From an optimization exercise on the open Yosys and OpenROAD flow, aimed at small area and a short achievable clock period; shortcuts taken in it are not production practice.
Function not checked in this run: the RTL went through the layout flow alone.
Power and IR drop assume default switching activity.

$ cat flow/run.sh
#!/bin/bash
# The standard layout (standard.sh: unchanged synthesis and ORFS steps) with two changes
# to how the layout is made, both set on make's command line:
# - SETUP_SLACK_MARGIN (from flow/margin.txt): ORFS's timing repair aims for this much setup
#   slack at the design's clock period;
# - CTS_ARGS: clock tree synthesis as ORFS runs it, without dummy loads.
# make's full output goes to flow_make.log here; ORFS keeps each step's log under orfs/logs/.
set -euo pipefail
MARGIN=$(cat flow/margin.txt)
CTS="-sink_clustering_enable -repair_clock_nets -dont_use_dummy_load"
sed "s|^make -C|make SETUP_SLACK_MARGIN=$MARGIN 'CTS_ARGS=$CTS' -C|" standard.sh > standard_own.sh
bash standard_own.sh > flow_make.log 2>&1
$ cat flow/margin.txt
6.3
$ cat standard.sh
#!/bin/bash
# synth_recipe.tcl (not shown) runs the flow's synth.tcl, then flattens the netlist and writes it again
# the make line also repeats each setting of config.mk as NAME=value (left out here)
make -C /OpenROAD-flow-scripts/flow DESIGN_CONFIG=/design/flow/config.mk WORK_HOME=/design/flow/orfs CLKGATE_MAP_FILE= SYNTH_SCRIPT=/design/flow/synth_recipe.tcl "${@:-finish}"
$ cat config.mk
export PLATFORM = sky130hd
export DESIGN_NAME = pwl_transform_engine
export DESIGN_NICKNAME = pwl_transform_engine
export VERILOG_FILES = /design/flow/design.v
export SDC_FILE = /design/flow/constraint.sdc
export NUM_CORES = 4
export LEC_CHECK = 0
export CAP_MARGIN = 20
export CORE_MARGIN = 2
export CORE_UTILIZATION = 60
export SLEW_MARGIN = 20
$ cat constraint.sdc
create_clock -name core_clock -period 10.0 [get_ports {clock}]
set_input_delay 2.0000 -clock core_clock [delete_from_list [all_inputs] [get_ports {clock}]]
set_output_delay 2.0000 -clock core_clock [all_outputs]
set_load 0.01 [all_outputs]
$ cat design.v
module pwl_transform_engine (
  input  logic        clock,
  input  logic        rst_n,
  input  logic        tbl_wr,
  input  logic [3:0]  tbl_addr,
  input  logic [11:0] tbl_m,
  input  logic [11:0] tbl_c,
  input  logic        cal_begin,
  output logic        cal_busy,
  output logic        cal_valid,
  input  logic        in_valid,
  input  logic [11:0] indata,
  output logic        out_valid,
  output logic [11:0] outdata
);
  logic        busy_q, pre_a_q, pre_b_q, div_q, finm_q, holdm_q, fin_q, hold_q;
  logic        vm_q, valid_q;
  logic [3:0]  cnt_q, seg_q, ra_q;
  logic        start, seg_end, last_seg, adv;
  assign start    = cal_begin & ~busy_q;
  assign seg_end  = div_q & (cnt_q == 4'd11);
  assign last_seg = seg_q == 4'd14;
  assign adv      = pre_a_q | (div_q & (cnt_q == 4'd10));
  always_ff @(posedge clock or negedge rst_n) begin
    if (!rst_n) begin
      busy_q  <= 1'b0;
      pre_a_q <= 1'b0;
      pre_b_q <= 1'b0;
      div_q   <= 1'b0;
      finm_q  <= 1'b0;
      holdm_q <= 1'b1;
      fin_q   <= 1'b0;
      hold_q  <= 1'b1;
      vm_q    <= 1'b0;
      valid_q <= 1'b0;
      cnt_q   <= '0;
      seg_q   <= '0;
      ra_q    <= '0;
    end else begin
      pre_a_q <= start;
      pre_b_q <= pre_a_q;
      if (pre_b_q)                  div_q <= 1'b1;
      else if (seg_end && last_seg) div_q <= 1'b0;
      finm_q  <= div_q & last_seg & (cnt_q == 4'd10);
      holdm_q <= ~(div_q & last_seg & (cnt_q == 4'd10));
      fin_q   <= finm_q;
      hold_q  <= ~finm_q;
      if (start)      busy_q <= 1'b1;
      else if (fin_q) busy_q <= 1'b0;
      if (finm_q) vm_q <= 1'b1;
      if (fin_q)  valid_q <= 1'b1;
      if (div_q) cnt_q <= seg_end ? 4'd0 : cnt_q + 4'd1;
      if (start)        seg_q <= '0;
      else if (seg_end) seg_q <= seg_q + 4'd1;
      if (start)    ra_q <= '0;
      else if (adv) ra_q <= ra_q + 4'd1;
    end
  end
  logic [11:0] pm_q [16];
  logic [11:0] pc_q [16];
  logic [15:0] pv_q;
  always_ff @(posedge clock or negedge rst_n) begin
    if (!rst_n) pv_q <= '0;
    else if (tbl_wr && !busy_q) pv_q[tbl_addr] <= 1'b1;
  end
  always_ff @(posedge clock) begin
    if (tbl_wr && !busy_q) begin
      pm_q[tbl_addr] <= tbl_m;
      pc_q[tbl_addr] <= tbl_c;
    end
  end
  logic [11:0] rd_m, rd_c, pr_m_q, pr_c_q;
  always_comb begin
    rd_m = '0;
    rd_c = '0;
    for (int i = 0; i < 16; i++) begin
      if (ra_q == 4'(i) && pv_q[i]) begin
        rd_m = rd_m | pm_q[i];
        rd_c = rd_c | pc_q[i];
      end
    end
  end
  always_ff @(posedge clock) begin
    if (adv) begin
      pr_m_q <= rd_m;
      pr_c_q <= rd_c;
    end
  end
  logic signed [12:0] dm, dc;
  logic [11:0]        dmv_q, adc_q;
  logic               dpos_q, neg_q;
  assign dm = $signed({1'b0, rd_m}) - $signed({1'b0, pr_m_q});
  assign dc = $signed({1'b0, rd_c}) - $signed({1'b0, pr_c_q});
  always_ff @(posedge clock) begin
    dmv_q  <= dm[11:0];
    dpos_q <= (dm > 0);
    neg_q  <= dc[12];
    adc_q  <= dc[12] ? 12'(-dc) : dc[11:0];
  end
  logic [11:0] r_q;
  logic        clamp_q, clamp, nbit, ge, bit_in;
  logic [12:0] t, tsub;
  assign clamp = (dmv_q[11:5] == 7'd0) && (adc_q[11:7] >= dmv_q[4:0]);
  always_comb begin
    case (cnt_q)
      4'd1:    nbit = adc_q[6];
      4'd2:    nbit = adc_q[5];
      4'd3:    nbit = adc_q[4];
      4'd4:    nbit = adc_q[3];
      4'd5:    nbit = adc_q[2];
      4'd6:    nbit = adc_q[1];
      4'd7:    nbit = adc_q[0];
      default: nbit = 1'b0;
    endcase
    t      = {r_q, nbit};
    tsub   = t - {1'b0, dmv_q};
    ge     = ~tsub[12];
    bit_in = (cnt_q == 4'd0) ? (neg_q & dpos_q) : (dpos_q & (clamp_q | ge));
  end
  always_ff @(posedge clock) begin
    if (cnt_q == 4'd0) begin
      r_q     <= {7'd0, adc_q[11:7]};
      clamp_q <= clamp;
    end else begin
      r_q     <= ge ? tsub[11:0] : t[11:0];
    end
  end
  logic [179:0] sr_q;
  always_ff @(posedge clock) sr_q <= {sr_q[178:0], bit_in};
  logic [11:0] am_q [16];
  logic [11:0] ac_q [16];
  logic [11:0] as_q [15];
  always_ff @(posedge clock) begin
    for (int i = 0; i < 16; i++) begin
      am_q[i] <= (pm_q[i] & {12{finm_q & pv_q[i]}}) | (am_q[i] & {12{holdm_q}});
      ac_q[i] <= (pc_q[i] & {12{fin_q & pv_q[i]}}) | (ac_q[i] & {12{hold_q}});
    end
    for (int i = 0; i < 15; i++)
      as_q[i] <= (sr_q[12*(14-i) +: 12] & {12{fin_q}}) | (as_q[i] & {12{hold_q}});
  end
  logic        v1_q, v2_q, v3_q;
  logic [11:0] x_q, m_q;
  logic [15:0] ge_x, top, sel1, sel_q;
  logic        below, zs_q;
  logic [11:0] m1;
  always_comb begin
    for (int i = 0; i < 16; i++) ge_x[i] = indata >= am_q[i];
    below = ~ge_x[0];
    for (int i = 0; i < 16; i++) begin
      top[i] = ge_x[i];
      for (int j = i + 1; j < 16; j++) top[i] = top[i] & ~ge_x[j];
    end
    for (int i = 0; i < 16; i++) sel1[i] = vm_q & (below ? (i == 0) : top[i]);
    m1 = '0;
    for (int i = 0; i < 16; i++) m1 = m1 | (am_q[i] & {12{top[i]}});
  end
  always_ff @(posedge clock) begin
    x_q   <= indata;
    m_q   <= m1;
    sel_q <= sel1;
    zs_q  <= below;
  end
  logic [11:0] off, c_sel, s_sel;
  logic [10:0] mag;
  logic        sgn;
  logic [12:0] pp0, pp1, pp2, pp3, pp4, pp5;
  logic        bo0, bo1, bo2, bo3, bo4, bo5, bt0, bt1, bt2, bt3, bt4, bt5;
  logic        bn0, bn1, bn2, bn3, bn4, bn5;
  logic [24:0] row_a, row_b;
  logic [4:0]  lo;
  logic [20:0] tsum;
  always_comb begin
    c_sel = '0;
    s_sel = '0;
    for (int i = 0; i < 16; i++) c_sel = c_sel | (ac_q[i] & {12{sel_q[i]}});
    for (int i = 0; i < 15; i++) s_sel = s_sel | (as_q[i] & {12{sel_q[i] & ~zs_q}});
  end
  assign mag = s_sel[10:0];
  assign sgn = s_sel[11];
  logic sop0, sop1, sop2, sop3, sop4, sop5, sop6, sop7,
        sop8, sop9, sop10, sop11, sog0, sog1, sog2, sog3,
        sog4, sog5, sog6, sog7, sog8, sog9, sog10, sog11,
        soG0i, soG0_1, soG0_2, soP0_2, soG0_3, soP0_3, soG0_4, soP0_4,
        soG0_5, soP0_5, soG0_6, soP0_6, soG0_7, soP0_7, soG0_8, soP0_8,
        soG0_9, soP0_9, soG0_10, soP0_10, soG0_11, soP0_11, soG1_2, soG1_3,
        soG1_4, soP1_4, soG1_5, soP1_5, soG1_6, soP1_6, soG1_7, soP1_7,
        soG1_8, soP1_8, soG1_9, soP1_9, soG1_10, soP1_10, soG1_11, soP1_11,
        soG2_4, soG2_5, soG2_6, soG2_7, soG2_8, soP2_8, soG2_9, soP2_9,
        soG2_10, soP2_10, soG2_11, soP2_11, soG3_8, soG3_9, soG3_10, soG3_11,
        sos0, sos1, sos2, sos3, sos4, sos5, sos6, sos7,
        sos8, sos9, sos10, sos11, t0s, t0c, t1s, t1c,
        t2s, t2c, t3s, t3c, t4s, t4c, t5s, t5c,
        t6s, t6c, t7s, t7c, t8s, t8c, t9s, t9c,
        t10s, t10c, t11s, t11c, t12s, t12c, t13s, t13c,
        t14s, t14c, t15s, t15c, t16s, t16c, t17s, t17c,
        t18s, t18c, t19s, t19c, t20s, t20c, t21s, t21c,
        t22s, t22c, t23s, t23c, t24s, t24c, t25s, t25c,
        t26s, t26c, t27s, t27c, t28s, t28c, t29s, t29c,
        t30s, t30c, t31s, t31c, t32s, t32c, t33s, t33c,
        t34s, t34c, t35s, t35c, t36s, t36c, t37s, t37c,
        t38s, t38c, t39s, t39c, t40s, t40c, t41s, t41c,
        t42s, t42c, t43s, t43c, t44s, t44c, t45s, t45c,
        t46s, t46c, t47s, t47c, t48s, t48c, t49s, t49c,
        t50s, t50c, t51s, t51c, t52s, t52c, t53s, t53c,
        us0, uc0, us1, uc1, us2, uc2, us3, uc3,
        us4, uc4, us5, uc5, us6, uc6, us7, uc7,
        us8, uc8, us9, uc9, us10, uc10, us11, uc11,
        us12, uc12, us13, uc13, us14, uc14, us15, uc15,
        us16, uc16, us17, uc17, us18, uc18, us19, uc19,
        us20, uc20, vs0, vc0, vs1, vc1, vs2, vc2,
        vs3, vc3, vs4, vc4, vs5, vc5, vs6, vc6,
        vs7, vc7, vs8, vc8, vs9, vc9, vs10, vc10,
        vs11, vc11, vs12, vc12, vs13, vc13, vs14, vc14,
        vs15, vc15, vs16, vc16, vs17, vc17, vs18, vc18,
        vs19, vc19, vs20, vc20, sfp0, sfp1, sfp2, sfp3,
        sfp4, sfp5, sfp6, sfp7, sfp8, sfp9, sfp10, sfp11,
        sfp12, sfp13, sfp14, sfp15, sfp16, sfp17, sfp18, sfp19,
        sfp20, sfg0, sfg1, sfg2, sfg3, sfg4, sfg5, sfg6,
        sfg7, sfg8, sfg9, sfg10, sfg11, sfg12, sfg13, sfg14,
        sfg15, sfg16, sfg17, sfg18, sfg19, sfg20, sfG0i, sfG0_1,
        sfG0_2, sfP0_2, sfG0_3, sfP0_3, sfG0_4, sfP0_4, sfG0_5, sfP0_5,
        sfG0_6, sfP0_6, sfG0_7, sfP0_7, sfG0_8, sfP0_8, sfG0_9, sfP0_9,
        sfG0_10, sfP0_10, sfG0_11, sfP0_11, sfG0_12, sfP0_12, sfG0_13, sfP0_13,
        sfG0_14, sfP0_14, sfG0_15, sfP0_15, sfG0_16, sfP0_16, sfG0_17, sfP0_17,
        sfG0_18, sfP0_18, sfG0_19, sfP0_19, sfG0_20, sfP0_20, sfG1_2, sfG1_3,
        sfG1_4, sfP1_4, sfG1_5, sfP1_5, sfG1_6, sfP1_6, sfG1_7, sfP1_7,
        sfG1_8, sfP1_8, sfG1_9, sfP1_9, sfG1_10, sfP1_10, sfG1_11, sfP1_11,
        sfG1_12, sfP1_12, sfG1_13, sfP1_13, sfG1_14, sfP1_14, sfG1_15, sfP1_15,
        sfG1_16, sfP1_16, sfG1_17, sfP1_17, sfG1_18, sfP1_18, sfG1_19, sfP1_19,
        sfG1_20, sfP1_20, sfG2_4, sfG2_5, sfG2_6, sfG2_7, sfG2_8, sfP2_8,
        sfG2_9, sfP2_9, sfG2_10, sfP2_10, sfG2_11, sfP2_11, sfG2_12, sfP2_12,
        sfG2_13, sfP2_13, sfG2_14, sfP2_14, sfG2_15, sfP2_15, sfG2_16, sfP2_16,
        sfG2_17, sfP2_17, sfG2_18, sfP2_18, sfG2_19, sfP2_19, sfG2_20, sfP2_20,
        sfG3_8, sfG3_9, sfG3_10, sfG3_11, sfG3_12, sfG3_13, sfG3_14, sfG3_15,
        sfG3_16, sfP3_16, sfG3_17, sfP3_17, sfG3_18, sfP3_18, sfG3_19, sfP3_19,
        sfG3_20, sfP3_20, sfG4_16, sfG4_17, sfG4_18, sfG4_19, sfG4_20, sfs0,
        sfs1, sfs2, sfs3, sfs4, sfs5, sfs6, sfs7, sfs8,
        sfs9, sfs10, sfs11, sfs12, sfs13, sfs14, sfs15, sfs16,
        sfs17, sfs18, sfs19, sfs20;
  assign sop0 = x_q[0] ^ ~m_q[0];
  assign sog0 = x_q[0] & ~m_q[0];
  assign sop1 = x_q[1] ^ ~m_q[1];
  assign sog1 = x_q[1] & ~m_q[1];
  assign sop2 = x_q[2] ^ ~m_q[2];
  assign sog2 = x_q[2] & ~m_q[2];
  assign sop3 = x_q[3] ^ ~m_q[3];
  assign sog3 = x_q[3] & ~m_q[3];
  assign sop4 = x_q[4] ^ ~m_q[4];
  assign sog4 = x_q[4] & ~m_q[4];
  assign sop5 = x_q[5] ^ ~m_q[5];
  assign sog5 = x_q[5] & ~m_q[5];
  assign sop6 = x_q[6] ^ ~m_q[6];
  assign sog6 = x_q[6] & ~m_q[6];
  assign sop7 = x_q[7] ^ ~m_q[7];
  assign sog7 = x_q[7] & ~m_q[7];
  assign sop8 = x_q[8] ^ ~m_q[8];
  assign sog8 = x_q[8] & ~m_q[8];
  assign sop9 = x_q[9] ^ ~m_q[9];
  assign sog9 = x_q[9] & ~m_q[9];
  assign sop10 = x_q[10] ^ ~m_q[10];
  assign sog10 = x_q[10] & ~m_q[10];
  assign sop11 = x_q[11] ^ ~m_q[11];
  assign sog11 = x_q[11] & ~m_q[11];
  assign soG0i = sog0 | (sop0 & 1'b1);
  assign soG0_1 = sog1 | (sop1 & soG0i);
  assign soG0_2 = sog2 | (sop2 & sog1);
  assign soP0_2 = sop2 & sop1;
  assign soG0_3 = sog3 | (sop3 & sog2);
  assign soP0_3 = sop3 & sop2;
  assign soG0_4 = sog4 | (sop4 & sog3);
  assign soP0_4 = sop4 & sop3;
  assign soG0_5 = sog5 | (sop5 & sog4);
  assign soP0_5 = sop5 & sop4;
  assign soG0_6 = sog6 | (sop6 & sog5);
  assign soP0_6 = sop6 & sop5;
  assign soG0_7 = sog7 | (sop7 & sog6);
  assign soP0_7 = sop7 & sop6;
  assign soG0_8 = sog8 | (sop8 & sog7);
  assign soP0_8 = sop8 & sop7;
  assign soG0_9 = sog9 | (sop9 & sog8);
  assign soP0_9 = sop9 & sop8;
  assign soG0_10 = sog10 | (sop10 & sog9);
  assign soP0_10 = sop10 & sop9;
  assign soG0_11 = sog11 | (sop11 & sog10);
  assign soP0_11 = sop11 & sop10;
  assign soG1_2 = soG0_2 | (soP0_2 & soG0i);
  assign soG1_3 = soG0_3 | (soP0_3 & soG0_1);
  assign soG1_4 = soG0_4 | (soP0_4 & soG0_2);
  assign soP1_4 = soP0_4 & soP0_2;
  assign soG1_5 = soG0_5 | (soP0_5 & soG0_3);
  assign soP1_5 = soP0_5 & soP0_3;
  assign soG1_6 = soG0_6 | (soP0_6 & soG0_4);
  assign soP1_6 = soP0_6 & soP0_4;
  assign soG1_7 = soG0_7 | (soP0_7 & soG0_5);
  assign soP1_7 = soP0_7 & soP0_5;
  assign soG1_8 = soG0_8 | (soP0_8 & soG0_6);
  assign soP1_8 = soP0_8 & soP0_6;
  assign soG1_9 = soG0_9 | (soP0_9 & soG0_7);
  assign soP1_9 = soP0_9 & soP0_7;
  assign soG1_10 = soG0_10 | (soP0_10 & soG0_8);
  assign soP1_10 = soP0_10 & soP0_8;
  assign soG1_11 = soG0_11 | (soP0_11 & soG0_9);
  assign soP1_11 = soP0_11 & soP0_9;
  assign soG2_4 = soG1_4 | (soP1_4 & soG0i);
  assign soG2_5 = soG1_5 | (soP1_5 & soG0_1);
  assign soG2_6 = soG1_6 | (soP1_6 & soG1_2);
  assign soG2_7 = soG1_7 | (soP1_7 & soG1_3);
  assign soG2_8 = soG1_8 | (soP1_8 & soG1_4);
  assign soP2_8 = soP1_8 & soP1_4;
  assign soG2_9 = soG1_9 | (soP1_9 & soG1_5);
  assign soP2_9 = soP1_9 & soP1_5;
  assign soG2_10 = soG1_10 | (soP1_10 & soG1_6);
  assign soP2_10 = soP1_10 & soP1_6;
  assign soG2_11 = soG1_11 | (soP1_11 & soG1_7);
  assign soP2_11 = soP1_11 & soP1_7;
  assign soG3_8 = soG2_8 | (soP2_8 & soG0i);
  assign soG3_9 = soG2_9 | (soP2_9 & soG0_1);
  assign soG3_10 = soG2_10 | (soP2_10 & soG1_2);
  assign soG3_11 = soG2_11 | (soP2_11 & soG1_3);
  assign sos0 = sop0 ^ 1'b1;
  assign sos1 = sop1 ^ soG0i;
  assign sos2 = sop2 ^ soG0_1;
  assign sos3 = sop3 ^ soG1_2;
  assign sos4 = sop4 ^ soG1_3;
  assign sos5 = sop5 ^ soG2_4;
  assign sos6 = sop6 ^ soG2_5;
  assign sos7 = sop7 ^ soG2_6;
  assign sos8 = sop8 ^ soG2_7;
  assign sos9 = sop9 ^ soG3_8;
  assign sos10 = sop10 ^ soG3_9;
  assign sos11 = sop11 ^ soG3_10;
  assign off = {sos11, sos10, sos9, sos8, sos7, sos6, sos5, sos4, sos3, sos2, sos1, sos0};
  assign bo0 = mag[0] ^ 1'b0;
  assign bt0 = (mag[1] & ~mag[0] & ~1'b0) | (~mag[1] & mag[0] & 1'b0);
  assign bn0 = mag[1] ^ sgn;
  assign pp0[0] = ((bo0 & off[0])) ^ bn0;
  assign pp0[1] = ((bo0 & off[1]) | (bt0 & off[0])) ^ bn0;
  assign pp0[2] = ((bo0 & off[2]) | (bt0 & off[1])) ^ bn0;
  assign pp0[3] = ((bo0 & off[3]) | (bt0 & off[2])) ^ bn0;
  assign pp0[4] = ((bo0 & off[4]) | (bt0 & off[3])) ^ bn0;
  assign pp0[5] = ((bo0 & off[5]) | (bt0 & off[4])) ^ bn0;
  assign pp0[6] = ((bo0 & off[6]) | (bt0 & off[5])) ^ bn0;
  assign pp0[7] = ((bo0 & off[7]) | (bt0 & off[6])) ^ bn0;
  assign pp0[8] = ((bo0 & off[8]) | (bt0 & off[7])) ^ bn0;
  assign pp0[9] = ((bo0 & off[9]) | (bt0 & off[8])) ^ bn0;
  assign pp0[10] = ((bo0 & off[10]) | (bt0 & off[9])) ^ bn0;
  assign pp0[11] = ((bo0 & off[11]) | (bt0 & off[10])) ^ bn0;
  assign pp0[12] = ((bt0 & off[11])) ^ bn0;
  assign bo1 = mag[2] ^ mag[1];
  assign bt1 = (mag[3] & ~mag[2] & ~mag[1]) | (~mag[3] & mag[2] & mag[1]);
  assign bn1 = mag[3] ^ sgn;
  assign pp1[0] = ((bo1 & off[0])) ^ bn1;
  assign pp1[1] = ((bo1 & off[1]) | (bt1 & off[0])) ^ bn1;
  assign pp1[2] = ((bo1 & off[2]) | (bt1 & off[1])) ^ bn1;
  assign pp1[3] = ((bo1 & off[3]) | (bt1 & off[2])) ^ bn1;
  assign pp1[4] = ((bo1 & off[4]) | (bt1 & off[3])) ^ bn1;
  assign pp1[5] = ((bo1 & off[5]) | (bt1 & off[4])) ^ bn1;
  assign pp1[6] = ((bo1 & off[6]) | (bt1 & off[5])) ^ bn1;
  assign pp1[7] = ((bo1 & off[7]) | (bt1 & off[6])) ^ bn1;
  assign pp1[8] = ((bo1 & off[8]) | (bt1 & off[7])) ^ bn1;
  assign pp1[9] = ((bo1 & off[9]) | (bt1 & off[8])) ^ bn1;
  assign pp1[10] = ((bo1 & off[10]) | (bt1 & off[9])) ^ bn1;
  assign pp1[11] = ((bo1 & off[11]) | (bt1 & off[10])) ^ bn1;
  assign pp1[12] = ((bt1 & off[11])) ^ bn1;
  assign bo2 = mag[4] ^ mag[3];
  assign bt2 = (mag[5] & ~mag[4] & ~mag[3]) | (~mag[5] & mag[4] & mag[3]);
  assign bn2 = mag[5] ^ sgn;
  assign pp2[0] = ((bo2 & off[0])) ^ bn2;
  assign pp2[1] = ((bo2 & off[1]) | (bt2 & off[0])) ^ bn2;
  assign pp2[2] = ((bo2 & off[2]) | (bt2 & off[1])) ^ bn2;
  assign pp2[3] = ((bo2 & off[3]) | (bt2 & off[2])) ^ bn2;
  assign pp2[4] = ((bo2 & off[4]) | (bt2 & off[3])) ^ bn2;
  assign pp2[5] = ((bo2 & off[5]) | (bt2 & off[4])) ^ bn2;
  assign pp2[6] = ((bo2 & off[6]) | (bt2 & off[5])) ^ bn2;
  assign pp2[7] = ((bo2 & off[7]) | (bt2 & off[6])) ^ bn2;
  assign pp2[8] = ((bo2 & off[8]) | (bt2 & off[7])) ^ bn2;
  assign pp2[9] = ((bo2 & off[9]) | (bt2 & off[8])) ^ bn2;
  assign pp2[10] = ((bo2 & off[10]) | (bt2 & off[9])) ^ bn2;
  assign pp2[11] = ((bo2 & off[11]) | (bt2 & off[10])) ^ bn2;
  assign pp2[12] = ((bt2 & off[11])) ^ bn2;
  assign bo3 = mag[6] ^ mag[5];
  assign bt3 = (mag[7] & ~mag[6] & ~mag[5]) | (~mag[7] & mag[6] & mag[5]);
  assign bn3 = mag[7] ^ sgn;
  assign pp3[0] = ((bo3 & off[0])) ^ bn3;
  assign pp3[1] = ((bo3 & off[1]) | (bt3 & off[0])) ^ bn3;
  assign pp3[2] = ((bo3 & off[2]) | (bt3 & off[1])) ^ bn3;
  assign pp3[3] = ((bo3 & off[3]) | (bt3 & off[2])) ^ bn3;
  assign pp3[4] = ((bo3 & off[4]) | (bt3 & off[3])) ^ bn3;
  assign pp3[5] = ((bo3 & off[5]) | (bt3 & off[4])) ^ bn3;
  assign pp3[6] = ((bo3 & off[6]) | (bt3 & off[5])) ^ bn3;
  assign pp3[7] = ((bo3 & off[7]) | (bt3 & off[6])) ^ bn3;
  assign pp3[8] = ((bo3 & off[8]) | (bt3 & off[7])) ^ bn3;
  assign pp3[9] = ((bo3 & off[9]) | (bt3 & off[8])) ^ bn3;
  assign pp3[10] = ((bo3 & off[10]) | (bt3 & off[9])) ^ bn3;
  assign pp3[11] = ((bo3 & off[11]) | (bt3 & off[10])) ^ bn3;
  assign pp3[12] = ((bt3 & off[11])) ^ bn3;
  assign bo4 = mag[8] ^ mag[7];
  assign bt4 = (mag[9] & ~mag[8] & ~mag[7]) | (~mag[9] & mag[8] & mag[7]);
  assign bn4 = mag[9] ^ sgn;
  assign pp4[0] = ((bo4 & off[0])) ^ bn4;
  assign pp4[1] = ((bo4 & off[1]) | (bt4 & off[0])) ^ bn4;
  assign pp4[2] = ((bo4 & off[2]) | (bt4 & off[1])) ^ bn4;
  assign pp4[3] = ((bo4 & off[3]) | (bt4 & off[2])) ^ bn4;
  assign pp4[4] = ((bo4 & off[4]) | (bt4 & off[3])) ^ bn4;
  assign pp4[5] = ((bo4 & off[5]) | (bt4 & off[4])) ^ bn4;
  assign pp4[6] = ((bo4 & off[6]) | (bt4 & off[5])) ^ bn4;
  assign pp4[7] = ((bo4 & off[7]) | (bt4 & off[6])) ^ bn4;
  assign pp4[8] = ((bo4 & off[8]) | (bt4 & off[7])) ^ bn4;
  assign pp4[9] = ((bo4 & off[9]) | (bt4 & off[8])) ^ bn4;
  assign pp4[10] = ((bo4 & off[10]) | (bt4 & off[9])) ^ bn4;
  assign pp4[11] = ((bo4 & off[11]) | (bt4 & off[10])) ^ bn4;
  assign pp4[12] = ((bt4 & off[11])) ^ bn4;
  assign bo5 = mag[10] ^ mag[9];
  assign bt5 = (1'b0 & ~mag[10] & ~mag[9]) | (~1'b0 & mag[10] & mag[9]);
  assign bn5 = 1'b0 ^ sgn;
  assign pp5[0] = ((bo5 & off[0])) ^ bn5;
  assign pp5[1] = ((bo5 & off[1]) | (bt5 & off[0])) ^ bn5;
  assign pp5[2] = ((bo5 & off[2]) | (bt5 & off[1])) ^ bn5;
  assign pp5[3] = ((bo5 & off[3]) | (bt5 & off[2])) ^ bn5;
  assign pp5[4] = ((bo5 & off[4]) | (bt5 & off[3])) ^ bn5;
  assign pp5[5] = ((bo5 & off[5]) | (bt5 & off[4])) ^ bn5;
  assign pp5[6] = ((bo5 & off[6]) | (bt5 & off[5])) ^ bn5;
  assign pp5[7] = ((bo5 & off[7]) | (bt5 & off[6])) ^ bn5;
  assign pp5[8] = ((bo5 & off[8]) | (bt5 & off[7])) ^ bn5;
  assign pp5[9] = ((bo5 & off[9]) | (bt5 & off[8])) ^ bn5;
  assign pp5[10] = ((bo5 & off[10]) | (bt5 & off[9])) ^ bn5;
  assign pp5[11] = ((bo5 & off[11]) | (bt5 & off[10])) ^ bn5;
  assign pp5[12] = ((bt5 & off[11])) ^ bn5;
  assign t0s = pp0[8] ^ pp1[6];
  assign t0c = pp0[8] & pp1[6];
  assign t1s = pp0[9] ^ pp1[7] ^ pp2[5];
  assign t1c = (pp0[9] & pp1[7]) | (pp0[9] & pp2[5]) | (pp1[7] & pp2[5]);
  assign t2s = pp0[10] ^ pp1[8] ^ pp2[6];
  assign t2c = (pp0[10] & pp1[8]) | (pp0[10] & pp2[6]) | (pp1[8] & pp2[6]);
  assign t3s = pp3[4] ^ pp4[2];
  assign t3c = pp3[4] & pp4[2];
  assign t4s = pp0[11] ^ pp1[9] ^ pp2[7];
  assign t4c = (pp0[11] & pp1[9]) | (pp0[11] & pp2[7]) | (pp1[9] & pp2[7]);
  assign t5s = pp3[5] ^ pp4[3] ^ pp5[1];
  assign t5c = (pp3[5] & pp4[3]) | (pp3[5] & pp5[1]) | (pp4[3] & pp5[1]);
  assign t6s = pp0[12] ^ pp1[10] ^ pp2[8];
  assign t6c = (pp0[12] & pp1[10]) | (pp0[12] & pp2[8]) | (pp1[10] & pp2[8]);
  assign t7s = pp3[6] ^ pp4[4] ^ pp5[2];
  assign t7c = (pp3[6] & pp4[4]) | (pp3[6] & pp5[2]) | (pp4[4] & pp5[2]);
  assign t8s = pp1[11] ^ pp2[9] ^ pp3[7];
  assign t8c = (pp1[11] & pp2[9]) | (pp1[11] & pp3[7]) | (pp2[9] & pp3[7]);
  assign t9s = pp4[5] ^ pp5[3] ^ bn0;
  assign t9c = (pp4[5] & pp5[3]) | (pp4[5] & bn0) | (pp5[3] & bn0);
  assign t10s = pp1[12] ^ pp2[10] ^ pp3[8];
  assign t10c = (pp1[12] & pp2[10]) | (pp1[12] & pp3[8]) | (pp2[10] & pp3[8]);
  assign t11s = pp4[6] ^ pp5[4] ^ bn0;
  assign t11c = (pp4[6] & pp5[4]) | (pp4[6] & bn0) | (pp5[4] & bn0);
  assign t12s = ~bn1 ^ pp2[11] ^ pp3[9];
  assign t12c = (~bn1 & pp2[11]) | (~bn1 & pp3[9]) | (pp2[11] & pp3[9]);
  assign t13s = pp4[7] ^ pp5[5] ^ ~bn0;
  assign t13c = (pp4[7] & pp5[5]) | (pp4[7] & ~bn0) | (pp5[5] & ~bn0);
  assign t14s = pp2[12] ^ pp3[10] ^ pp4[8];
  assign t14c = (pp2[12] & pp3[10]) | (pp2[12] & pp4[8]) | (pp3[10] & pp4[8]);
  assign t15s = pp5[6] ^ 1'b1;
  assign t15c = pp5[6] & 1'b1;
  assign t16s = ~bn2 ^ pp3[11] ^ pp4[9];
  assign t16c = (~bn2 & pp3[11]) | (~bn2 & pp4[9]) | (pp3[11] & pp4[9]);
  assign t17s = pp3[12] ^ pp4[10];
  assign t17c = pp3[12] & pp4[10];
  assign t18s = pp0[6] ^ pp1[4];
  assign t18c = pp0[6] & pp1[4];
  assign t19s = pp0[7] ^ pp1[5] ^ pp2[3];
  assign t19c = (pp0[7] & pp1[5]) | (pp0[7] & pp2[3]) | (pp1[5] & pp2[3]);
  assign t20s = pp2[4] ^ pp3[2] ^ pp4[0];
  assign t20c = (pp2[4] & pp3[2]) | (pp2[4] & pp4[0]) | (pp3[2] & pp4[0]);
  assign t21s = pp3[3] ^ pp4[1] ^ t0c;
  assign t21c = (pp3[3] & pp4[1]) | (pp3[3] & t0c) | (pp4[1] & t0c);
  assign t22s = pp5[0] ^ t1c ^ t2s;
  assign t22c = (pp5[0] & t1c) | (pp5[0] & t2s) | (t1c & t2s);
  assign t23s = t2c ^ t3c ^ t4s;
  assign t23c = (t2c & t3c) | (t2c & t4s) | (t3c & t4s);
  assign t24s = t4c ^ t5c ^ t6s;
  assign t24c = (t4c & t5c) | (t4c & t6s) | (t5c & t6s);
  assign t25s = t6c ^ t7c ^ t8s;
  assign t25c = (t6c & t7c) | (t6c & t8s) | (t7c & t8s);
  assign t26s = t8c ^ t9c ^ t10s;
  assign t26c = (t8c & t9c) | (t8c & t10s) | (t9c & t10s);
  assign t27s = t10c ^ t11c ^ t12s;
  assign t27c = (t10c & t11c) | (t10c & t12s) | (t11c & t12s);
  assign t28s = t12c ^ t13c ^ t14s;
  assign t28c = (t12c & t13c) | (t12c & t14s) | (t13c & t14s);
  assign t29s = pp5[7] ^ t14c ^ t15c;
  assign t29c = (pp5[7] & t14c) | (pp5[7] & t15c) | (t14c & t15c);
  assign t30s = pp5[8] ^ 1'b1 ^ t16c;
  assign t30c = (pp5[8] & 1'b1) | (pp5[8] & t16c) | (1'b1 & t16c);
  assign t31s = ~bn3 ^ pp4[11] ^ pp5[9];
  assign t31c = (~bn3 & pp4[11]) | (~bn3 & pp5[9]) | (pp4[11] & pp5[9]);
  assign t32s = pp4[12] ^ pp5[10];
  assign t32c = pp4[12] & pp5[10];
  assign t33s = pp0[2] ^ pp1[0];
  assign t33c = pp0[2] & pp1[0];
  assign t34s = pp0[3] ^ pp1[1];
  assign t34c = pp0[3] & pp1[1];
  assign t35s = pp0[4] ^ pp1[2] ^ pp2[0];
  assign t35c = (pp0[4] & pp1[2]) | (pp0[4] & pp2[0]) | (pp1[2] & pp2[0]);
  assign t36s = pp0[5] ^ pp1[3] ^ pp2[1];
  assign t36c = (pp0[5] & pp1[3]) | (pp0[5] & pp2[1]) | (pp1[3] & pp2[1]);
  assign t37s = pp2[2] ^ pp3[0] ^ t18s;
  assign t37c = (pp2[2] & pp3[0]) | (pp2[2] & t18s) | (pp3[0] & t18s);
  assign t38s = pp3[1] ^ t18c ^ t19s;
  assign t38c = (pp3[1] & t18c) | (pp3[1] & t19s) | (t18c & t19s);
  assign t39s = t0s ^ t19c ^ t20s;
  assign t39c = (t0s & t19c) | (t0s & t20s) | (t19c & t20s);
  assign t40s = t1s ^ t20c ^ t21s;
  assign t40c = (t1s & t20c) | (t1s & t21s) | (t20c & t21s);
  assign t41s = t3s ^ t21c ^ t22s;
  assign t41c = (t3s & t21c) | (t3s & t22s) | (t21c & t22s);
  assign t42s = t5s ^ t22c ^ t23s;
  assign t42c = (t5s & t22c) | (t5s & t23s) | (t22c & t23s);
  assign t43s = t7s ^ t23c ^ t24s;
  assign t43c = (t7s & t23c) | (t7s & t24s) | (t23c & t24s);
  assign t44s = t9s ^ t24c ^ t25s;
  assign t44c = (t9s & t24c) | (t9s & t25s) | (t24c & t25s);
  assign t45s = t11s ^ t25c ^ t26s;
  assign t45c = (t11s & t25c) | (t11s & t26s) | (t25c & t26s);
  assign t46s = t13s ^ t26c ^ t27s;
  assign t46c = (t13s & t26c) | (t13s & t27s) | (t26c & t27s);
  assign t47s = t15s ^ t27c ^ t28s;
  assign t47c = (t15s & t27c) | (t15s & t28s) | (t27c & t28s);
  assign t48s = t16s ^ t28c ^ t29s;
  assign t48c = (t16s & t28c) | (t16s & t29s) | (t28c & t29s);
  assign t49s = t17s ^ t29c ^ t30s;
  assign t49c = (t17s & t29c) | (t17s & t30s) | (t29c & t30s);
  assign t50s = t17c ^ t30c ^ t31s;
  assign t50c = (t17c & t30c) | (t17c & t31s) | (t30c & t31s);
  assign t51s = 1'b1 ^ t31c ^ t32s;
  assign t51c = (1'b1 & t31c) | (1'b1 & t32s) | (t31c & t32s);
  assign t52s = ~bn4 ^ pp5[11] ^ t32c;
  assign t52c = (~bn4 & pp5[11]) | (~bn4 & t32c) | (pp5[11] & t32c);
  assign t53s = pp5[12] ^ 1'b1;
  assign t53c = pp5[12] & 1'b1;
  assign row_a = {1'b1, ~bn5, t52c, t51c, t50c, t49c, t48c, t47c, t46c, t45c, t44c, t43c, t42c, t41c, t40c, t39c, t38c, t37c, t36c, t35c, t34c, t33c, bn1, pp0[1], pp0[0]};
  assign row_b = {1'b0, t53c, t53s, t52s, t51s, t50s, t49s, t48s, t47s, t46s, t45s, t44s, t43s, t42s, t41s, t40s, t39s, t38s, t37s, t36s, t35s, t34s, t33s, 1'b0, bn0};
  assign us0 = ra_q2[4] ^ rb_q2[4] ^ c3_q[0];
  assign uc0 = (ra_q2[4] & rb_q2[4]) | (ra_q2[4] & c3_q[0]) | (rb_q2[4] & c3_q[0]);
  assign us1 = ra_q2[5] ^ rb_q2[5] ^ c3_q[1];
  assign uc1 = (ra_q2[5] & rb_q2[5]) | (ra_q2[5] & c3_q[1]) | (rb_q2[5] & c3_q[1]);
  assign us2 = ra_q2[6] ^ rb_q2[6] ^ c3_q[2];
  assign uc2 = (ra_q2[6] & rb_q2[6]) | (ra_q2[6] & c3_q[2]) | (rb_q2[6] & c3_q[2]);
  assign us3 = ra_q2[7] ^ rb_q2[7] ^ c3_q[3];
  assign uc3 = (ra_q2[7] & rb_q2[7]) | (ra_q2[7] & c3_q[3]) | (rb_q2[7] & c3_q[3]);
  assign us4 = ra_q2[8] ^ rb_q2[8] ^ c3_q[4];
  assign uc4 = (ra_q2[8] & rb_q2[8]) | (ra_q2[8] & c3_q[4]) | (rb_q2[8] & c3_q[4]);
  assign us5 = ra_q2[9] ^ rb_q2[9] ^ c3_q[5];
  assign uc5 = (ra_q2[9] & rb_q2[9]) | (ra_q2[9] & c3_q[5]) | (rb_q2[9] & c3_q[5]);
  assign us6 = ra_q2[10] ^ rb_q2[10] ^ c3_q[6];
  assign uc6 = (ra_q2[10] & rb_q2[10]) | (ra_q2[10] & c3_q[6]) | (rb_q2[10] & c3_q[6]);
  assign us7 = ra_q2[11] ^ rb_q2[11] ^ c3_q[7];
  assign uc7 = (ra_q2[11] & rb_q2[11]) | (ra_q2[11] & c3_q[7]) | (rb_q2[11] & c3_q[7]);
  assign us8 = ra_q2[12] ^ rb_q2[12] ^ c3_q[8];
  assign uc8 = (ra_q2[12] & rb_q2[12]) | (ra_q2[12] & c3_q[8]) | (rb_q2[12] & c3_q[8]);
  assign us9 = ra_q2[13] ^ rb_q2[13] ^ c3_q[9];
  assign uc9 = (ra_q2[13] & rb_q2[13]) | (ra_q2[13] & c3_q[9]) | (rb_q2[13] & c3_q[9]);
  assign us10 = ra_q2[14] ^ rb_q2[14] ^ c3_q[10];
  assign uc10 = (ra_q2[14] & rb_q2[14]) | (ra_q2[14] & c3_q[10]) | (rb_q2[14] & c3_q[10]);
  assign us11 = ra_q2[15] ^ rb_q2[15] ^ c3_q[11];
  assign uc11 = (ra_q2[15] & rb_q2[15]) | (ra_q2[15] & c3_q[11]) | (rb_q2[15] & c3_q[11]);
  assign us12 = ra_q2[16] ^ rb_q2[16];
  assign uc12 = ra_q2[16] & rb_q2[16];
  assign us13 = ra_q2[17] ^ rb_q2[17];
  assign uc13 = ra_q2[17] & rb_q2[17];
  assign us14 = ra_q2[18] ^ rb_q2[18];
  assign uc14 = ra_q2[18] & rb_q2[18];
  assign us15 = ra_q2[19] ^ rb_q2[19];
  assign uc15 = ra_q2[19] & rb_q2[19];
  assign us16 = ra_q2[20] ^ rb_q2[20];
  assign uc16 = ra_q2[20] & rb_q2[20];
  assign us17 = ra_q2[21] ^ rb_q2[21];
  assign uc17 = ra_q2[21] & rb_q2[21];
  assign us18 = ra_q2[22] ^ rb_q2[22];
  assign uc18 = ra_q2[22] & rb_q2[22];
  assign us19 = ra_q2[23] ^ rb_q2[23];
  assign uc19 = ra_q2[23] & rb_q2[23];
  assign us20 = ra_q2[24] ^ rb_q2[24];
  assign uc20 = ra_q2[24] & rb_q2[24];
  assign vs0 = us0 ^ bn3_q[2];
  assign vc0 = us0 & bn3_q[2];
  assign vs1 = us1 ^ uc0;
  assign vc1 = us1 & uc0;
  assign vs2 = us2 ^ uc1 ^ bn3_q[3];
  assign vc2 = (us2 & uc1) | (us2 & bn3_q[3]) | (uc1 & bn3_q[3]);
  assign vs3 = us3 ^ uc2;
  assign vc3 = us3 & uc2;
  assign vs4 = us4 ^ uc3 ^ bn3_q[4];
  assign vc4 = (us4 & uc3) | (us4 & bn3_q[4]) | (uc3 & bn3_q[4]);
  assign vs5 = us5 ^ uc4;
  assign vc5 = us5 & uc4;
  assign vs6 = us6 ^ uc5 ^ bn3_q[5];
  assign vc6 = (us6 & uc5) | (us6 & bn3_q[5]) | (uc5 & bn3_q[5]);
  assign vs7 = us7 ^ uc6;
  assign vc7 = us7 & uc6;
  assign vs8 = us8 ^ uc7;
  assign vc8 = us8 & uc7;
  assign vs9 = us9 ^ uc8;
  assign vc9 = us9 & uc8;
  assign vs10 = us10 ^ uc9;
  assign vc10 = us10 & uc9;
  assign vs11 = us11 ^ uc10;
  assign vc11 = us11 & uc10;
  assign vs12 = us12 ^ uc11;
  assign vc12 = us12 & uc11;
  assign vs13 = us13 ^ uc12;
  assign vc13 = us13 & uc12;
  assign vs14 = us14 ^ uc13;
  assign vc14 = us14 & uc13;
  assign vs15 = us15 ^ uc14;
  assign vc15 = us15 & uc14;
  assign vs16 = us16 ^ uc15;
  assign vc16 = us16 & uc15;
  assign vs17 = us17 ^ uc16;
  assign vc17 = us17 & uc16;
  assign vs18 = us18 ^ uc17;
  assign vc18 = us18 & uc17;
  assign vs19 = us19 ^ uc18;
  assign vc19 = us19 & uc18;
  assign vs20 = us20 ^ uc19;
  assign vc20 = us20 & uc19;
  assign sfp0 = vs0 ^ 1'b0;
  assign sfg0 = vs0 & 1'b0;
  assign sfp1 = vs1 ^ vc0;
  assign sfg1 = vs1 & vc0;
  assign sfp2 = vs2 ^ vc1;
  assign sfg2 = vs2 & vc1;
  assign sfp3 = vs3 ^ vc2;
  assign sfg3 = vs3 & vc2;
  assign sfp4 = vs4 ^ vc3;
  assign sfg4 = vs4 & vc3;
  assign sfp5 = vs5 ^ vc4;
  assign sfg5 = vs5 & vc4;
  assign sfp6 = vs6 ^ vc5;
  assign sfg6 = vs6 & vc5;
  assign sfp7 = vs7 ^ vc6;
  assign sfg7 = vs7 & vc6;
  assign sfp8 = vs8 ^ vc7;
  assign sfg8 = vs8 & vc7;
  assign sfp9 = vs9 ^ vc8;
  assign sfg9 = vs9 & vc8;
  assign sfp10 = vs10 ^ vc9;
  assign sfg10 = vs10 & vc9;
  assign sfp11 = vs11 ^ vc10;
  assign sfg11 = vs11 & vc10;
  assign sfp12 = vs12 ^ vc11;
  assign sfg12 = vs12 & vc11;
  assign sfp13 = vs13 ^ vc12;
  assign sfg13 = vs13 & vc12;
  assign sfp14 = vs14 ^ vc13;
  assign sfg14 = vs14 & vc13;
  assign sfp15 = vs15 ^ vc14;
  assign sfg15 = vs15 & vc14;
  assign sfp16 = vs16 ^ vc15;
  assign sfg16 = vs16 & vc15;
  assign sfp17 = vs17 ^ vc16;
  assign sfg17 = vs17 & vc16;
  assign sfp18 = vs18 ^ vc17;
  assign sfg18 = vs18 & vc17;
  assign sfp19 = vs19 ^ vc18;
  assign sfg19 = vs19 & vc18;
  assign sfp20 = vs20 ^ vc19;
  assign sfg20 = vs20 & vc19;
  assign sfG0i = sfg0 | (sfp0 & c4_q);
  assign sfG0_1 = sfg1 | (sfp1 & sfG0i);
  assign sfG0_2 = sfg2 | (sfp2 & sfg1);
  assign sfP0_2 = sfp2 & sfp1;
  assign sfG0_3 = sfg3 | (sfp3 & sfg2);
  assign sfP0_3 = sfp3 & sfp2;
  assign sfG0_4 = sfg4 | (sfp4 & sfg3);
  assign sfP0_4 = sfp4 & sfp3;
  assign sfG0_5 = sfg5 | (sfp5 & sfg4);
  assign sfP0_5 = sfp5 & sfp4;
  assign sfG0_6 = sfg6 | (sfp6 & sfg5);
  assign sfP0_6 = sfp6 & sfp5;
  assign sfG0_7 = sfg7 | (sfp7 & sfg6);
  assign sfP0_7 = sfp7 & sfp6;
  assign sfG0_8 = sfg8 | (sfp8 & sfg7);
  assign sfP0_8 = sfp8 & sfp7;
  assign sfG0_9 = sfg9 | (sfp9 & sfg8);
  assign sfP0_9 = sfp9 & sfp8;
  assign sfG0_10 = sfg10 | (sfp10 & sfg9);
  assign sfP0_10 = sfp10 & sfp9;
  assign sfG0_11 = sfg11 | (sfp11 & sfg10);
  assign sfP0_11 = sfp11 & sfp10;
  assign sfG0_12 = sfg12 | (sfp12 & sfg11);
  assign sfP0_12 = sfp12 & sfp11;
  assign sfG0_13 = sfg13 | (sfp13 & sfg12);
  assign sfP0_13 = sfp13 & sfp12;
  assign sfG0_14 = sfg14 | (sfp14 & sfg13);
  assign sfP0_14 = sfp14 & sfp13;
  assign sfG0_15 = sfg15 | (sfp15 & sfg14);
  assign sfP0_15 = sfp15 & sfp14;
  assign sfG0_16 = sfg16 | (sfp16 & sfg15);
  assign sfP0_16 = sfp16 & sfp15;
  assign sfG0_17 = sfg17 | (sfp17 & sfg16);
  assign sfP0_17 = sfp17 & sfp16;
  assign sfG0_18 = sfg18 | (sfp18 & sfg17);
  assign sfP0_18 = sfp18 & sfp17;
  assign sfG0_19 = sfg19 | (sfp19 & sfg18);
  assign sfP0_19 = sfp19 & sfp18;
  assign sfG0_20 = sfg20 | (sfp20 & sfg19);
  assign sfP0_20 = sfp20 & sfp19;
  assign sfG1_2 = sfG0_2 | (sfP0_2 & sfG0i);
  assign sfG1_3 = sfG0_3 | (sfP0_3 & sfG0_1);
  assign sfG1_4 = sfG0_4 | (sfP0_4 & sfG0_2);
  assign sfP1_4 = sfP0_4 & sfP0_2;
  assign sfG1_5 = sfG0_5 | (sfP0_5 & sfG0_3);
  assign sfP1_5 = sfP0_5 & sfP0_3;
  assign sfG1_6 = sfG0_6 | (sfP0_6 & sfG0_4);
  assign sfP1_6 = sfP0_6 & sfP0_4;
  assign sfG1_7 = sfG0_7 | (sfP0_7 & sfG0_5);
  assign sfP1_7 = sfP0_7 & sfP0_5;
  assign sfG1_8 = sfG0_8 | (sfP0_8 & sfG0_6);
  assign sfP1_8 = sfP0_8 & sfP0_6;
  assign sfG1_9 = sfG0_9 | (sfP0_9 & sfG0_7);
  assign sfP1_9 = sfP0_9 & sfP0_7;
  assign sfG1_10 = sfG0_10 | (sfP0_10 & sfG0_8);
  assign sfP1_10 = sfP0_10 & sfP0_8;
  assign sfG1_11 = sfG0_11 | (sfP0_11 & sfG0_9);
  assign sfP1_11 = sfP0_11 & sfP0_9;
  assign sfG1_12 = sfG0_12 | (sfP0_12 & sfG0_10);
  assign sfP1_12 = sfP0_12 & sfP0_10;
  assign sfG1_13 = sfG0_13 | (sfP0_13 & sfG0_11);
  assign sfP1_13 = sfP0_13 & sfP0_11;
  assign sfG1_14 = sfG0_14 | (sfP0_14 & sfG0_12);
  assign sfP1_14 = sfP0_14 & sfP0_12;
  assign sfG1_15 = sfG0_15 | (sfP0_15 & sfG0_13);
  assign sfP1_15 = sfP0_15 & sfP0_13;
  assign sfG1_16 = sfG0_16 | (sfP0_16 & sfG0_14);
  assign sfP1_16 = sfP0_16 & sfP0_14;
  assign sfG1_17 = sfG0_17 | (sfP0_17 & sfG0_15);
  assign sfP1_17 = sfP0_17 & sfP0_15;
  assign sfG1_18 = sfG0_18 | (sfP0_18 & sfG0_16);
  assign sfP1_18 = sfP0_18 & sfP0_16;
  assign sfG1_19 = sfG0_19 | (sfP0_19 & sfG0_17);
  assign sfP1_19 = sfP0_19 & sfP0_17;
  assign sfG1_20 = sfG0_20 | (sfP0_20 & sfG0_18);
  assign sfP1_20 = sfP0_20 & sfP0_18;
  assign sfG2_4 = sfG1_4 | (sfP1_4 & sfG0i);
  assign sfG2_5 = sfG1_5 | (sfP1_5 & sfG0_1);
  assign sfG2_6 = sfG1_6 | (sfP1_6 & sfG1_2);
  assign sfG2_7 = sfG1_7 | (sfP1_7 & sfG1_3);
  assign sfG2_8 = sfG1_8 | (sfP1_8 & sfG1_4);
  assign sfP2_8 = sfP1_8 & sfP1_4;
  assign sfG2_9 = sfG1_9 | (sfP1_9 & sfG1_5);
  assign sfP2_9 = sfP1_9 & sfP1_5;
  assign sfG2_10 = sfG1_10 | (sfP1_10 & sfG1_6);
  assign sfP2_10 = sfP1_10 & sfP1_6;
  assign sfG2_11 = sfG1_11 | (sfP1_11 & sfG1_7);
  assign sfP2_11 = sfP1_11 & sfP1_7;
  assign sfG2_12 = sfG1_12 | (sfP1_12 & sfG1_8);
  assign sfP2_12 = sfP1_12 & sfP1_8;
  assign sfG2_13 = sfG1_13 | (sfP1_13 & sfG1_9);
  assign sfP2_13 = sfP1_13 & sfP1_9;
  assign sfG2_14 = sfG1_14 | (sfP1_14 & sfG1_10);
  assign sfP2_14 = sfP1_14 & sfP1_10;
  assign sfG2_15 = sfG1_15 | (sfP1_15 & sfG1_11);
  assign sfP2_15 = sfP1_15 & sfP1_11;
  assign sfG2_16 = sfG1_16 | (sfP1_16 & sfG1_12);
  assign sfP2_16 = sfP1_16 & sfP1_12;
  assign sfG2_17 = sfG1_17 | (sfP1_17 & sfG1_13);
  assign sfP2_17 = sfP1_17 & sfP1_13;
  assign sfG2_18 = sfG1_18 | (sfP1_18 & sfG1_14);
  assign sfP2_18 = sfP1_18 & sfP1_14;
  assign sfG2_19 = sfG1_19 | (sfP1_19 & sfG1_15);
  assign sfP2_19 = sfP1_19 & sfP1_15;
  assign sfG2_20 = sfG1_20 | (sfP1_20 & sfG1_16);
  assign sfP2_20 = sfP1_20 & sfP1_16;
  assign sfG3_8 = sfG2_8 | (sfP2_8 & sfG0i);
  assign sfG3_9 = sfG2_9 | (sfP2_9 & sfG0_1);
  assign sfG3_10 = sfG2_10 | (sfP2_10 & sfG1_2);
  assign sfG3_11 = sfG2_11 | (sfP2_11 & sfG1_3);
  assign sfG3_12 = sfG2_12 | (sfP2_12 & sfG2_4);
  assign sfG3_13 = sfG2_13 | (sfP2_13 & sfG2_5);
  assign sfG3_14 = sfG2_14 | (sfP2_14 & sfG2_6);
  assign sfG3_15 = sfG2_15 | (sfP2_15 & sfG2_7);
  assign sfG3_16 = sfG2_16 | (sfP2_16 & sfG2_8);
  assign sfP3_16 = sfP2_16 & sfP2_8;
  assign sfG3_17 = sfG2_17 | (sfP2_17 & sfG2_9);
  assign sfP3_17 = sfP2_17 & sfP2_9;
  assign sfG3_18 = sfG2_18 | (sfP2_18 & sfG2_10);
  assign sfP3_18 = sfP2_18 & sfP2_10;
  assign sfG3_19 = sfG2_19 | (sfP2_19 & sfG2_11);
  assign sfP3_19 = sfP2_19 & sfP2_11;
  assign sfG3_20 = sfG2_20 | (sfP2_20 & sfG2_12);
  assign sfP3_20 = sfP2_20 & sfP2_12;
  assign sfG4_16 = sfG3_16 | (sfP3_16 & sfG0i);
  assign sfG4_17 = sfG3_17 | (sfP3_17 & sfG0_1);
  assign sfG4_18 = sfG3_18 | (sfP3_18 & sfG1_2);
  assign sfG4_19 = sfG3_19 | (sfP3_19 & sfG1_3);
  assign sfG4_20 = sfG3_20 | (sfP3_20 & sfG2_4);
  assign sfs0 = sfp0 ^ c4_q;
  assign sfs1 = sfp1 ^ sfG0i;
  assign sfs2 = sfp2 ^ sfG0_1;
  assign sfs3 = sfp3 ^ sfG1_2;
  assign sfs4 = sfp4 ^ sfG1_3;
  assign sfs5 = sfp5 ^ sfG2_4;
  assign sfs6 = sfp6 ^ sfG2_5;
  assign sfs7 = sfp7 ^ sfG2_6;
  assign sfs8 = sfp8 ^ sfG2_7;
  assign sfs9 = sfp9 ^ sfG3_8;
  assign sfs10 = sfp10 ^ sfG3_9;
  assign sfs11 = sfp11 ^ sfG3_10;
  assign sfs12 = sfp12 ^ sfG3_11;
  assign sfs13 = sfp13 ^ sfG3_12;
  assign sfs14 = sfp14 ^ sfG3_13;
  assign sfs15 = sfp15 ^ sfG3_14;
  assign sfs16 = sfp16 ^ sfG3_15;
  assign sfs17 = sfp17 ^ sfG4_16;
  assign sfs18 = sfp18 ^ sfG4_17;
  assign sfs19 = sfp19 ^ sfG4_18;
  assign sfs20 = sfp20 ^ sfG4_19;
  assign tsum = {sfs20, sfs19, sfs18, sfs17, sfs16, sfs15, sfs14, sfs13, sfs12, sfs11, sfs10, sfs9, sfs8, sfs7, sfs6, sfs5, sfs4, sfs3, sfs2, sfs1, sfs0};
  assign lo = {1'b0, row_a[3:0]} + {1'b0, row_b[3:0]};
  logic [24:4] ra_q2, rb_q2;
  logic [11:0] c3_q;
  logic [5:2]  bn3_q;
  logic        c4_q;
  always_ff @(posedge clock) begin
    ra_q2 <= row_a[24:4];
    rb_q2 <= row_b[24:4];
    c4_q  <= lo[4];
    c3_q  <= c_sel;
    bn3_q <= {bn5, bn4, bn3, bn2};
  end
  logic [11:0] res, out_q;
  always_comb begin
    if (tsum[20])              res = '0;
    else if (tsum[19:12] != 0) res = '1;
    else                       res = tsum[11:0];
  end
  always_ff @(posedge clock or negedge rst_n) begin
    if (!rst_n) begin
      v1_q <= 1'b0;
      v2_q <= 1'b0;
      v3_q <= 1'b0;
    end else begin
      v1_q <= in_valid;
      v2_q <= v1_q;
      v3_q <= v2_q;
    end
  end
  always_ff @(posedge clock) out_q <= res;
  assign cal_busy  = busy_q;
  assign cal_valid = valid_q;
  assign out_valid = v3_q;
  assign outdata   = out_q;
endmodule
==> flow_summary_export.csv <==
group,metric,value,unit
run_status,status,"timing/DRC/antenna clean",
die,die_area,94600,µm²
cts,cts_htree_levels,4,
place,pre_cts_ws,3030,ps
power,power_leakage,25.5,nW
grt,grt_overflow_total,0,
finish,final_common_cell,"dfxtp_1",
synthesis,avgSynthCellArea,12.1,µm²
grt,grt_pass1_vias,40300,
sta,worstMarginPinSlew,1330,ps
finish,layout-drive-gt1-share,21.0,%
synthesis,syn_nets,5012,
sta,setup_ws,5550,ps
synthesis,synth_seq_cells,1342,
cts,cts_tree,"done",
finish,stdcell_count,6096,
synthesis,synth_cells,4588,
sta,setup_viol,0,
finish,multi_input_area,25000,µm²
sta,rsz0062_at_grt,"true",
finish,syn2layout_area_growth,21.2,%
hold_path,whs_path_depth,0,
detailed_routing,initialDrtViolationCount,6246,
detailed_routing,drtAntennaViolNets,0,
synthesis,ys_types,86,
cts,numClockSinks,1342,
critical_path,r2r_cells,15,
cts,clk_root_buffer_cell,"clkbuf_16",
finish,regArea,31200,µm²
die,start_util,60.4,%
hold_path,hold_path_class,"flop to flop",
critical_path,r2r_slack,5670,ps
critical_path,cp-end-kind,"flop",
grt,antenna_found_initial,6,
grt,grt_max_degree,190,
synthesis,synth_edf_count,409,
critical_path,cp.required,10590,ps
synthesis,ys.flop_type,"dfxtp_1",
detailed_routing,routed_wl,205,mm
sta,hold_viol_final,0,
synthesis,syn_area,55300,µm²
finish,nFillCells,6118,
sta,fin_crit,4450,ps
place,dp_cells,5668,
detailed_routing,avgViaCountPerCell,7.00,
sta,relSlewSlack,11.5,%
die,ios,60,
finish,layout_common_cells,"dfxtp_1, a22o_1, edfxtp_1",
detailed_routing,vias,42700,
critical_path,worstSetupPathType,"input pin to flop",
critical_path,critPathArrivalTime,5040,ps
place,gp_congestion,0.962,
job,cap_violations,0,
die,die_w,308,µm
die,die_h,308,µm
sta,fmax,0.225,GHz
sta,fin_crit_sh,44.5,%
place,port_buffers,59,
power,ir_drop,0.000188,V
synthesis,synth_warnings,4,
place,place_hpwl,126,mm
critical_path,startpoint_type,"input pin",
sta,skew,67.1,ps
synthesis,ys_seq_area_share,56.3,%
die,core,91500,µm²
sta,holdWs,300,ps
sta,maxSlewViolCount,0,
die,rows,111,
cts,worstSkewPairLatency,770,ps
grt,grt_pass1_wl,285,mm
cts,clockBufferDepth,3,
detailed_routing,routedWlPerCell,33.6,µm
grt,grt_usage,42.0,%
detailed_routing,route.detailed.drc,0,
critical_path,worstPathMaxFanout,13,
cts,cts_made_buffers,135,
cts,clkTransAtPathRegs,60,ps
power,p_per_area,175,nW/µm²
detailed_routing,dr.pass1.iters,6,
synthesis,synth-async-reset-ratio,3.06,%
sta,finalSetupTns,0,ps
finish,fin_nets,5334,
-- worst max-delay path, stage by stage --
cell and delay [ps]:
dlygate4sd2_1 260, buf_12 150, ha_1 300, o211ai_1 150, nor4_4 310, a2111oi_4 110
buf_4 170, a21o_2 330, nand3_4 180, buf_2 210, nor2_1 80, a2111o_1 360
nor3_2 250, nand4_1 160
-- sequential cells by signal, indices dropped and copies added (netlist names), 12 cells and up --
register / count
out_q: 12
dmv_q: 12
x_q: 12
rb_q2: 20
pc_q: 192
adc_q: 12
pr_c_q: 12
pv_q: 16
ac_q: 192
as_q: 180
m_q: 12
pr_m_q: 12
ra_q2: 20
r_q: 12
sel_q: 16
sr_q: 180
pm_q: 192
am_q: 192
c3_q: 12
-- Yosys cell counts, types with 7 or more instances --
master,count,area (µm²)
a21oi_1,103,515
o21ai_0,94,470
nor3_1,57,285
a221oi_1,135,1180
clkbuf_1,218,818
a31oi_1,19,119
ha_1,315,3940
or3_1,8,50.1
dfxtp_1,892,17900
xor2_1,52,455
a2111o_1,11,124
nor2_1,159,597
nand4_1,70,438
nand2b_1,24,150
a21o_1,37,278
or2_2,7,43.8
o2111ai_1,13,114
buf_2,7,35.0
o41ai_1,19,166
o311ai_0,10,87.6
nor2b_1,34,213
a211oi_1,24,180
nor4_1,9,56.3
and3_1,31,194
o211ai_1,9,67.6
o22ai_1,32,200
dfrtp_1,39,976
a222oi_1,13,130
xnor2_1,113,990
and2_1,51,319
edfxtp_1,409,12300
fa_1,64,1280
o21bai_1,13,97.6
a2111oi_0,7,61.3
nor3b_1,7,52.6
buf_1,24,90.1
inv_1,300,1130
a22oi_1,136,1020
a22o_1,705,6170
nand2_1,135,507
o21a_1,22,165
mux2i_1,20,200
or4_1,7,52.6
nand3_1,41,205
-- where the power goes --
part           internal, W  total [W]  leakage [nW]  switching, W
Combinational     0.000741    0.00157          12.4      0.000826
Sequential         0.00575    0.00586          11.4      0.000116
Clock              0.00236    0.00431          1.66       0.00194
Total              0.00885     0.0117          25.5       0.00289
-- final timing paths --
| kind | startpoint | end |
|---|---|---|
| max reg2reg | ra_q[3] | adc_q[10] |
| max | indata[6] | m_q[0] |
| min reg2reg | sr_q[73] | sr_q[74] |
| min in group asynchronous | rst_n | v3_q |
| min | sr_q[73] | sr_q[74] |
| max in group asynchronous | rst_n | ra_q[0] |
-- repair_timing --
| action | 4_1_cts | 5_1_grt |
|---|---|---|
| endpoints found under the setup margin | 206 | 212 |
| gates resized for setup | 545 | 253 |
| gates cloned | 16 | 3 |
| buffers inserted | 202 | 68 |
| hold buffers | 0 | 0 |
| pin swaps | 162 | 137 |
-- final cells by class --
cell class              count  area share, %
well taps                1186           2.21
clock buffers             135           5.04
diodes                      2        0.00746
multi-input cells        2691           37.3
inverters                 305           1.76
repair inverters            1         0.0131
repair buffers            434           7.10
flip-flops and latches   1342           46.5
-- metal layers --
metal	global-route usage, %	share of wire (%)	up-vias
met4	24.4	6.8	6
met1	55.3	37	21000
met2	62.6	44	3003
met3	11.4	12	690
met5	0	0.042	-
li1	-	-	18000
-- through the flow --
step / power [W] / instance area [µm²] / utilization [%]
3_5_place_dp: 0.00704 / 57400 / 62.7
3_3_place_gp: 0.00702 / 57400 / 62.7
6_report: 0.0117 / 67000 / 73.3
2_1_floorplan: 0.00669 / 55700 / -
4_1_cts: 0.0116 / 65300 / 71.3
5_1_grt: 0.0121 / 67000 / 73.3
-- cells by family after synthesis --
family | Yosys count | synth area share [%]
and+or+nand+nor | 655 | 6.05
DFF | 1342 | 56.3
buffers and inverters | 557 | 3.83
adders and majority gates | 379 | 9.44
AOI/OAI and AO/OA | 1465 | 21.3
muxes | 25 | 0.464
xor gates and xnor gates | 165 | 2.61

separate check: timing with driven ports:
The results above use ideal ports. As a check the final layout listed here was re-extracted and re-timed, cells and wires unchanged.
Step 1 assumes that a clkbuf_16 drives the clock port and a buf_2 every other input.
Step 2 moves the port delays by t, midway between the first and last clock arrival at a register: inputs arrive t later, outputs are due t later. That takes back most of the time a late clock gives input paths.
Three values: ideal ports, drivers, drivers and shift; two values: the first two.
t, ns: 0.809
setup slack, ns: 5.551 / 5.610 / 4.801
pins driven straight from the clock port: 1
After both steps setup and hold are still met in this run. For this run, drivers alone change the setup slack by +0.059 ns; drivers and shift together by -0.750 ns.
